This design comes from an exercise in tuning for small area on the open sky130 flow, not from production work.
Only simulation tests tie the RTL to the original design; equivalence was not proved.
Power figures rest on the tool's default switching activity, not on a simulated workload.

==> flow/design.v <==
`default_nettype none
package roverPkg;
	localparam int FarThreshold = 25;
	localparam int CloseThreshold = 250;
endpackage
`default_nettype wire
`timescale 1ns/1ps
`default_nettype none
module beaconChannel (
	input wire logic clock,
	input wire logic arstN,
	input wire logic sensor,
	input wire logic winEnd,       
	input wire logic ringFull,     
	input wire logic classLoad,    
	output logic isClose,
	output logic isFar
);
	logic [1:0] syncQ;
	logic accepted;
	logic [2:0] run;              
	logic levelChange;
	logic [7:0] count;
	logic [7:0] countNext;
	logic [55:0] ring;
	logic [7:0] oldest;
	logic [10:0] sum;             
	logic [10:0] sumNext;
	logic pendClose;
	logic pendFar;
	assign levelChange = run[2] & run[0];
	always_ff @(posedge clock or negedge arstN) begin
		if (!arstN) begin
			syncQ <= '0;
			accepted <= 1'b0;
			run <= '0;
		end else begin
			syncQ <= {syncQ[0], sensor};
			accepted <= accepted ^ levelChange;
			if (levelChange) begin
				run <= {2'b00, syncQ[1] == accepted};
			end else if (syncQ[1] != accepted) begin
				run <= run + 1'b1;
			end else begin
				run <= '0;
			end
		end
	end
	assign countNext = count + levelChange;
	always_ff @(posedge clock or negedge arstN) begin
		if (!arstN) begin
			count <= '0;
		end else if (winEnd) begin
			count <= '0;
		end else begin
			count <= countNext;
		end
	end
	always_ff @(posedge clock) begin
		ring <= {ring[54:0], ring[55]};
		if (winEnd) begin
			ring[55:49] <= countNext[6:0];
			ring[0] <= countNext[7];
		end
	end
	assign oldest = ringFull ? ring[55:48] : 8'd0;
	assign sumNext = sum + levelChange;
	always_ff @(posedge clock or negedge arstN) begin
		if (!arstN) begin
			sum <= '0;
			pendClose <= 1'b0;
			pendFar <= 1'b0;
			isClose <= 1'b0;
			isFar <= 1'b0;
		end else begin
			if (winEnd) begin
				sum <= sumNext - oldest;
				pendClose <= (sumNext >= 11'(roverPkg::CloseThreshold));
				pendFar <= (sumNext > 11'(roverPkg::FarThreshold)) &&
					(sumNext < 11'(roverPkg::CloseThreshold));
			end else begin
				sum <= sumNext;
			end
			if (classLoad) begin
				isClose <= pendClose;
				isFar <= pendFar;
			end
		end
	end
endmodule
`default_nettype wire
`timescale 1ns/1ps
`default_nettype none
module fireSequencer #(
	parameter int HoldCycles = 20000
) (
	input wire logic clock,
	input wire logic arstN,
	input wire logic closeLeft,
	input wire logic closeRight,
	output logic fireLeft,
	output logic fireRight
);
	localparam int HoldBits = $clog2(HoldCycles);
	typedef enum logic [1:0] {
		Idle,
		FireLeft,
		FireRight,
		Return
	} stateT;
	stateT state;
	logic [HoldBits-1:0] holdCount;
	assign fireLeft = (state == FireLeft);
	assign fireRight = (state == FireRight);
	always_ff @(posedge clock or negedge arstN) begin
		if (!arstN) begin
			state <= Idle;
		end else begin
			case (state)
				Idle: begin
					if (closeLeft) begin
						state <= FireLeft;
					end else if (closeRight) begin
						state <= FireRight;
					end
				end
				FireLeft, FireRight: begin
					if (holdCount == HoldBits'(HoldCycles - 1)) begin
						state <= Return;
					end
				end
				default: begin
					state <= Idle;
				end
			endcase
		end
	end
	always_ff @(posedge clock) begin
		if (state == Idle) begin
			holdCount <= '0;
		end else begin
			holdCount <= holdCount + 1'b1;
		end
	end
endmodule
`default_nettype wire
`timescale 1ns/1ps
`default_nettype none
module statusDisplay #(
	parameter int ScanBits = 10
) (
	input wire logic clock,
	input wire logic arstN,
	input wire logic anyClose,
	input wire logic anyFar,
	output logic [6:0] segments,
	output logic [3:0] anodes
);
	logic [ScanBits-1:0] scanCount;
	logic [1:0] digit;
	logic [1:0] digitQ;
	logic showC;
	logic showF;
	assign digit = scanCount[ScanBits-1 -: 2];
	always_ff @(posedge clock or negedge arstN) begin
		if (!arstN) begin
			scanCount <= '0;
			digitQ <= '0;
			showC <= 1'b0;
			showF <= 1'b0;
		end else begin
			scanCount <= scanCount + 1'b1;
			digitQ <= digit;
			showC <= (digit == 2'd0) && anyClose;
			showF <= (digit == 2'd1) && anyFar;
		end
	end
	assign anodes = ~(4'b0001 << digitQ);
	assign segments = {~showF, ~(showC | showF), ~(showC | showF), ~showC,
		1'b1, 1'b1, ~(showC | showF)};
endmodule
`default_nettype wire
`timescale 1ns/1ps
`default_nettype none
module beaconShooter #(
	parameter int WindowCycles = 1000,
	parameter int DebounceDepth = 5,
	parameter logic [20:0] ServoPeriod = 21'd2000,
	parameter logic [20:0] RestWidthLeft = 21'd60,
	parameter logic [20:0] RestWidthRight = 21'd225,
	parameter logic [20:0] FireStep = 21'd55,
	parameter int HoldCycles = 20000,
	parameter int ScanBits = 10
) (
	input wire logic clock,
	input wire logic arstN,
	input wire logic sensorLeft,
	input wire logic sensorRight,
	output logic servoLeft,
	output logic servoRight,
	output logic [6:0] segments,
	output logic [3:0] anodes
);
	logic [10:0] periodCount;
	logic periodEnd;
	logic winEnd;
	logic classLoad;
	logic [2:0] windowsDone;      
	logic ringFull;
	logic started;
	assign periodEnd = (periodCount == 11'(ServoPeriod - 1));
	assign winEnd = periodEnd || (periodCount == 11'(WindowCycles - 1));
	assign classLoad = !((periodCount == 11'd0) ||
		(periodCount == 11'(WindowCycles)));
	assign ringFull = &windowsDone;
	assign started = windowsDone[2] | windowsDone[1];
	always_ff @(posedge clock or negedge arstN) begin
		if (!arstN) begin
			periodCount <= '0;
			windowsDone <= '0;
		end else begin
			periodCount <= periodEnd ? 11'd0 : periodCount + 1'b1;
			if (winEnd && !ringFull) begin
				windowsDone <= windowsDone + 1'b1;
			end
		end
	end
	logic closeLeft, farLeft, closeRight, farRight;
	beaconChannel channelLeft (
		.clock(clock),
		.arstN(arstN),
		.sensor(sensorLeft),
		.winEnd(winEnd),
		.ringFull(ringFull),
		.classLoad(classLoad),
		.isClose(closeLeft),
		.isFar(farLeft)
	);
	beaconChannel channelRight (
		.clock(clock),
		.arstN(arstN),
		.sensor(sensorRight),
		.winEnd(winEnd),
		.ringFull(ringFull),
		.classLoad(classLoad),
		.isClose(closeRight),
		.isFar(farRight)
	);
	logic fireLeft, fireRight;
	logic fireLeftQ, fireRightQ;
	fireSequencer #(
		.HoldCycles(HoldCycles)
	) sequencer (
		.clock(clock),
		.arstN(arstN),
		.closeLeft(closeLeft),
		.closeRight(closeRight),
		.fireLeft(fireLeft),
		.fireRight(fireRight)
	);
	always_ff @(posedge clock or negedge arstN) begin
		if (!arstN) begin
			fireLeftQ <= 1'b0;
			fireRightQ <= 1'b0;
		end else if (periodEnd) begin
			fireLeftQ <= fireLeft;
			fireRightQ <= fireRight;
		end
	end
	assign servoLeft = started && (periodCount <
		(fireLeftQ ? 11'(RestWidthLeft + FireStep) : 11'(RestWidthLeft)));
	assign servoRight = started && (periodCount <
		(fireRightQ ? 11'(RestWidthRight - FireStep) : 11'(RestWidthRight)));
	statusDisplay #(
		.ScanBits(ScanBits)
	) display (
		.clock(clock),
		.arstN(arstN),
		.anyClose(closeLeft || closeRight),
		.anyFar(farLeft || farRight),
		.segments(segments),
		.anodes(anodes)
	);
endmodule
`default_nettype wire
==> flow/run.sh <==
#!/bin/bash
# synth_recipe.tcl (not shown) runs the flow's synth.tcl, then flattens the netlist and writes it again
# the make line also repeats each setting of config.mk as NAME=value (left out here)
make -C /OpenROAD-flow-scripts/flow DESIGN_CONFIG=/design/flow/config.mk WORK_HOME=/design/flow/orfs CLKGATE_MAP_FILE= SYNTH_SCRIPT=/design/flow/synth_recipe.tcl finish
==> flow/config.mk <==
export PLATFORM = sky130hd
export DESIGN_NAME = beaconShooter
export DESIGN_NICKNAME = beaconShooter
export VERILOG_FILES = /design/flow/design.v
export SDC_FILE = /design/flow/constraint.sdc
export NUM_CORES = 4
export LEC_CHECK = 0
export CAP_MARGIN = 20
export CORE_MARGIN = 2
export CORE_UTILIZATION = 40
export SLEW_MARGIN = 20
==> flow/constraint.sdc <==
create_clock -name core_clock -period 10.0 [get_ports {clock}]
set_input_delay 2.0000 -clock core_clock [delete_from_list [all_inputs] [get_ports {clock}]]
set_output_delay 2.0000 -clock core_clock [all_outputs]
set_load 0.01 [all_outputs]
==> notes.md <==
==> routing by layer <==
| layer | part of all wire | track usage | vias to the layer above | wire (µm) |
|---|---|---|---|---|
| met4 | 0.014 | 0.0367 | 0 | 187 |
| li1 | - | - | 2672 | - |
| met2 | 0.45 | 0.210 | 30 | 6160 |
| met3 | 0.031 | 0.0238 | 19 | 427 |
| met5 | 0 | 0 | - | 0 |
| met1 | 0.51 | 0.182 | 2458 | 7020 |
==> cell families after synthesis <==
kind of cell	after synthesis	synth area share
fa+ha+maj	45	0.0676
mux	9	0.0115
compound gates	100	0.0725
flops	217	0.566
buf+inv	60	0.0314
xor+xnor	86	0.0961
simple gates	272	0.155
other cells	1	0.000443
==> worst max-delay path, delay by kind of cell, from the launching register on <==
family | cells | cell delay (ns)
AO/OA/AOI/OAI | 4 | 0.74
adder cells (fa/ha/maj) | 1 | 0.30
buffers and inverters | 1 | 0.54
flip-flops | 1 | 0.44
AND/OR/NAND/NOR | 1 | 0.07
==> metrics by stage <==
step,hold slack [ns],instances
final,0.323,1101
after global routing,0.326,1101
after CTS,0.317,1101
after detailed placement,0.312,1059
after global placement,0.311,1059
after floorplan,0.310,791
==> state kept, by name (all words and copies together), names as in the netlist, 2 cells and up <==
name,count
channelRight.run,3
windowsDone,3
channelRight.syncQ,2
sequencer.holdCount,15
channelLeft.ring,56
display.digitQ,2
display.scanCount,10
sequencer.state,2
channelRight.count,8
channelLeft.syncQ,2
channelLeft.count,8
channelLeft.sum,11
channelLeft.run,3
periodCount,11
channelRight.sum,11
channelRight.ring,56
==> worst min-delay path by stage <==
stage,startpoint,end,slack (ns),cells after the start
after floorplan,channelLeft.ring[9]$_DFF_P_,channelLeft.ring[10]$_DFF_P_,0.31,0
after global placement,channelRight.ring[20]$_DFF_P_,channelRight.ring[21]$_DFF_P_,0.31,0
after detailed placement,channelLeft.ring[21]$_DFF_P_,channelLeft.ring[22]$_DFF_P_,0.31,0
after CTS,channelLeft.ring[33]$_DFF_P_,channelLeft.ring[34]$_DFF_P_,0.32,0
after global routing,channelLeft.ring[33]$_DFF_P_,channelLeft.ring[34]$_DFF_P_,0.33,0
final,channelLeft.ring[33]$_DFF_P_,channelLeft.ring[34]$_DFF_P_,0.32,0
==> cell usage in the layout, fill, tap and decap left out, drive strengths merged, types with 3 or more instances in the layout <==
cell and instances:
a21boi 4, a21oi 23, a31o 3, a31oi 7, and2 10, and3 14, buf 4, clkbuf 32
clkdlybuf4s50 13, clkinv 5, dfrtp 90, dfxtp 127, ha 41, inv 39, mux2 6, mux2i 3
nand2 85, nand2b 6, nand3 27, nand4 5, nor2 72, nor2b 3, nor3 20, nor3b 3
nor4 7, o21a 4, o21ai 45, or2 5, or3 6, xnor2 50, xor2 33
==> power groups by stage <==
stage / clock network [W] / logic (W) / registers (W)
4_1_cts: 0.000904 / 0.000123 / 0.000916
2_1_floorplan: 0 / 0.0000935 / 0.000931
6_report: 0.000877 / 0.000120 / 0.000916
3_3_place_gp: 0 / 0.000119 / 0.000933
5_1_grt: 0.000939 / 0.000143 / 0.000919
3_5_place_dp: 0 / 0.000123 / 0.000934
==> cell type report <==
type                       count  area (µm²)  share of cell area
tap                          275         344              0.0356
clock buffer                  32         723              0.0747
multi-input combinational    514        3430               0.354
timing repair buffer          17         160              0.0165
sequential                   217        4790               0.495
clock inverter                10        91.3             0.00944
inverter                      36         135              0.0140
==> impl_results.md <==
* Final period util at 0.459
* Worst hold path class: flop to flop
* First-pass GRT wire length at 24300 µm
* Max Clk Rate at 0.218 GHz
* Total Power at 0.00191 W
* Worst Skew at 0.00739 ns
* Primary FF master, synth: dfxtp_1
* Final WS setup at 5.41 ns
* Synthesized area at 8470 µm²
* Skew-Pair Late Insertion Delay at 0.50 ns
* Clk pwr share at 0.458
* Post-CTS sizing at 0
* Die Width at 150 µm
* TritonRoute pass-1 iters at 4
* Drt drc at 0
* Syn avg cell area at 10.7 µm²
* Max Slew Vio Count at 0
* Post-synth top area share at 0.300
* Min Tclk post-route at 4.59 ns
* Final setup TNS at 0 ns
* Row count at 53
* Fin nets at 856
* Worst-margin pin slew at 0.779 ns
* Vias in the first global route at 5228
* Psw at 0.000427 W
* Port buffer count at 14
* CTS HTree Levels at 1
* RSZ-0062 raised after global routing: no
* Design area at 9680 µm²
* Initial DRC Count at 242
* Post-Synthesis Cells at 790
* Grt ovf at 0
* Cell with the most instances after synthesis: dfxtp_1
* Antenna diodes at 0
* Max incr delay on CP at 0.54 ns
* Largest area contributor in the netlist: dfxtp_1
* Ports at 17
* R2r setup slk at 6.68 ns
* Pre-CTS setup slack at 5.92 ns
* Req. time, crit path at 8.00 ns
* Number of max-cap violations at 0
* Worst Setup EP: servoRight
* CTS Buffer Depth at 3
* Routed wire per std cell at 12.5 µm
* Worst endpoint data arrival time at 2.59 ns
* Number of synthesized register bits at 217
* Worst Reg-to-Reg Cells at 12
* CP max-delay cell: clkdlybuf4s50_1
* Hold Buf Count CTS at 0
* Final-layout fill cell count at 1911
* Finished Core Util at 0.463
* Max IR drop VDD at 0.139 mV
* P_int at 0.00149 W
* Crit path launch: periodCount[1]$_DFF_PN0_
* Final hold violation count at 0
* DRT antenna net count at 0
* Pin count of the biggest net entering global routing at 58
* Crit Path Class: flop to output port
* CTS Sinks at 217
* Sequential Power Share at 0.479
* GPL Wtd Cong at 0.772
* Post-synth EDFFs at 0
* Initial antenna violation count at 0
* Outcome: finished clean
* Area after DPL at 8860 µm²
* Critical Path Sink Type: output port
* Post-CTS setup buffer count at 0
* Clock-pin slew on the worst setup and hold paths at 0.06 ns
* Top cells by count, synth: dfxtp_1, dfrtp_1, nand2_1
* Count of different cell masters after synthesis at 65
* Pleak at 4.23 nW
* Worst-path maximum fanout at 5
* Top cells by area, synth: dfxtp_1, dfrtp_1, ha_1
* CTS tree: yes
* Detail Placement HPWL at 9170 µm
* Reg-to-reg startpoint: windowsDone[0]$_DFFE_PN0P_
* WL final at 13800 µm
* Vias per cell at 4.70
* Synth warnings at 4
* Worst R2R End: channelLeft.sum[6]$_DFF_PN0_
* Final Setup Violations at 0
* DR vias at 5179
* Chip Height at 150 µm
* Power Dens Cells at 198 nW/µm²
* Critical Path Source Type: flop
* Ys async rst share at 0.415
* Root Buffer: clkbuf_16
* Sequential area share after synthesis at 0.566
* Sw frac at 0.223
* Total Routing Usage GR at 0.131
* Starting density of the core at 0.406
* Share of total power in combinational logic at 0.063
* CP cell instances: ha_1, o21ai_0, nand2_1, a211o_1, a31o_2, a21oi_1, clkdlybuf4s50_1
* Core Area at 20900 µm²
* Worst relative slew slack at 0.481
* Die area at 22400 µm²
* Total CTS buffers at 23
* Layout cells sized above 1 at 0.0860
* Synth-to-Final Area Change at 14.2%

-- re-timing with driven ports --
How much do the figures lean on ideal ports? The routed layout below was timed once more, with nothing changed but the port constraints.
Step 1 assumes that a clkbuf_16 drives the clock port and a buf_2 every other input.
Step 2 times the ports against the registers' clock, not the clock port: input delays grow and output delays shrink by t, the midpoint of the rising clock arrivals with the driver on.
Slacks: ideal / step 1 / step 2; pairs: ideal / step 1.
t (ns): 0.542
setup WS [ns]: 5.413 / 5.372 / 5.913
latest minus earliest clock arrival (ns): 0.008 / 0.007
pins driven straight from the clock port: 1
After both steps this run still meets setup and hold. For this run, drivers alone change the setup slack by -0.041 ns; drivers and shift together by +0.500 ns.
